This is an optimization exercise on Yosys and OpenROAD, whose aim is a short achievable clock period and few clock cycles, not a production implementation. Function was checked by simulation only, so behaviour that the tests miss may differ from the original. No activity file was given, so power comes from the tool's default toggle rates.

Setup of the previous run:
## blocking_sa_cache
module blocking_sa_cache #(
  parameter int addr_width_p          = 32,
  parameter int data_width_p          = 32,
  parameter int block_size_in_words_p = 4,
  parameter int sets_p                = 4,
  parameter int ways_p                = 2
) (
  input  logic                                   clk,
  input  logic                                   reset,
  input  logic [2+addr_width_p+data_width_p-1:0] cache_pkt_i,
  input  logic                                   v_i,
  output logic                                   ready_o,
  output logic [data_width_p-1:0]                data_o,
  output logic                                   v_o,
  input  logic                                   yumi_i,
  output logic [addr_width_p:0]                  dma_pkt_o,
  output logic                                   dma_pkt_v_o,
  input  logic                                   dma_pkt_yumi_i,
  input  logic [data_width_p-1:0]                dma_data_i,
  ...
clock: 7.0 ns
lec_check: 0
abc_clock_period_in_ps: 3000
cap_margin: 40
core_margin: 2
core_utilization: 40
setup_slack_margin: 4.3
slew_margin: 40
tns_end_percent: 100
run.sh (not shown) runs the stock make flow with config.mk's settings and CLKGATE_MAP_FILE= SYNTH_SCRIPT=/design/flow/synth_recipe.tcl, a recipe that flattens the netlist after the stock synthesis.
FAIL the previous run @ global routing: tool exited with error
Testbench counts of the previous run, summed over its fixed seeds: cycles 15,946.
Edits applied to the flow inputs when going from the previous run to the current run:
Settings: SETUP_SLACK_MARGIN changed from 4.3 to 4.6; ABC_CLOCK_PERIOD_IN_PS changed from 3000 to 2800.
--- outcome ---
- FAIL the current run @ global routing: tool exited with error
- The current run -> the previous run: TritonCTS buffer count delta 0, exact match
- Status: deepest clock path buffer count parity (the current run, the previous run)
- From the previous run to the current run the numbers moved as follows: adder-cell share of the synthesized area shows no meaningful change, post-cts sizing count shows a reduction of 3.6%, placement-stage cell area shows an increase of 520 sq um, detailed placer's ending HPWL shows an increase of 3400 microns.
- Going from the previous run to the current run, the worst slack at placement was found to have gone up by 0.84 ns.
- The current run vs the previous run: buffer count from post-CTS setup fixing up by a few percent

* * *

Another version of the RTL of blocking_sa_cache (not shown whole).
For scale: ~2500 flip-flops, roughly 0.15 sq mm of cells after synthesis.
clock: 7.0 ns
lec_check: 0
abc_clock_period_in_ps: 3000
cap_margin: 40
core_margin: 2
core_utilization: 30
setup_slack_margin: 4.3
slew_margin: 40
tns_end_percent: 100
The baseline did not get past global routing (5_1_grt), error GRT-0232.
Testbench counts at the start, summed over its fixed seeds: cycles 15,886.
Rerun with:
CORE_UTILIZATION = 22   (was 30)
- The changed run stopped in global routing (5_1_grt) on RSZ-0074
- synthesized area does not change
- synthesized cell count stays the same

* * *

Another version of the RTL of blocking_sa_cache (not shown whole).
Size: about 14,000 cells after synthesis, roughly 2,600 flip-flops, about 0.15 sq mm of cells after synthesis.
==> flow/config.mk <==
export PLATFORM = sky130hd
export DESIGN_NAME = blocking_sa_cache
export DESIGN_NICKNAME = blocking_sa_cache
export VERILOG_FILES = /design/flow/design.v
export SDC_FILE = /design/flow/constraint.sdc
export NUM_CORES = 4
export LEC_CHECK = 0
export ABC_CLOCK_PERIOD_IN_PS = 3000
export CAP_MARGIN = 40
export CORE_MARGIN = 2
export CORE_UTILIZATION = 30
export PLACE_DENSITY_LB_ADDON = 0.1
export SETUP_SLACK_MARGIN = 4.0
export SLEW_MARGIN = 40
export TNS_END_PERCENT = 100
==> flow/constraint.sdc <==
create_clock -name core_clock -period 7.0 [get_ports {clk}]
set_input_delay 1.4000 -clock core_clock [delete_from_list [all_inputs] [get_ports {clk}]]
set_output_delay 1.4000 -clock core_clock [all_outputs]
set_load 0.01 [all_outputs]
The baseline passed the timing, design-rule and antenna checks.
Testbench counts at the start, summed over its fixed seeds: cycles 15,912.
Change:
SETUP_SLACK_MARGIN = 4.2   (was 4.0)
Non-clock buffer count climbs by 507.
Die area does not change.
Worst setup slack improves by 0.066 ns.
Via count climbs by a few percent.
Routed wire length climbs by a little under a tenth.
Core utilization climbs by 2.7 points.

* * *

blocking_sa_cache, a different RTL version from the one above (not shown whole).
For scale: ~9,500 cells after synthesis, roughly 2,200 flip-flops.
clock: 7.0 ns
lec_check: 0
abc_clock_period_in_ps: 3000
cap_margin: 40
core_margin: 2
core_utilization: 40
setup_slack_margin: 3.9
slew_margin: 40
tns_end_percent: 100
The starting point went through all stages and came out clean.
Testbench counts at the start, summed over its fixed seeds: cycles 16,391.
Rerun with:
--- a/flow/config.mk
+++ b/flow/config.mk
@@ -12 +12 @@
-export SETUP_SLACK_MARGIN = 3.9
+export SETUP_SLACK_MARGIN = 4.3
Effect:
- count of clock-buffer cells in the layout went down by 8
- combinational power is higher by 31%
- wire length increases by 13%
- setup slack gets better by 49 ps
- final area grows by 11%

[what the ideal ports hide]
No port has a modelled driver above. Below, the same layouts with a new extraction and two added sets of constraints. Step 1 assumes that a clkbuf_16 drives the clock port and a buf_2 every other input. Step 2, shift: input delay + t, output delay - t, t = (earliest + latest rising clock arrival at the registers) / 2. This alone moves slack from input paths to output paths. a / b / c = no drivers / after step 1 / after step 2; a / b = the first two.
| run | t, ns | setup slack, ns | worst data-port slew with drivers (ns) |
|---|---|---|---|
| the first run of note 3 | 1.138 | 3.621 / 3.532 / 2.540 | 0.47 |
| the second run of note 3 | 1.124 | 3.687 / 3.568 / 2.555 | 0.66 |
| the first run of note 4 | 0.992 | 3.819 / 3.819 / 2.848 | 0.14 |
| the second run of note 4 | 1.034 | 3.867 / 3.780 / 3.156 | 0.13 |
After both steps setup and hold are still met in every run listed. The setup slack of the second run of note 3, which loses most, moves by -0.119 ns with the drivers and by -1.132 ns with both steps.
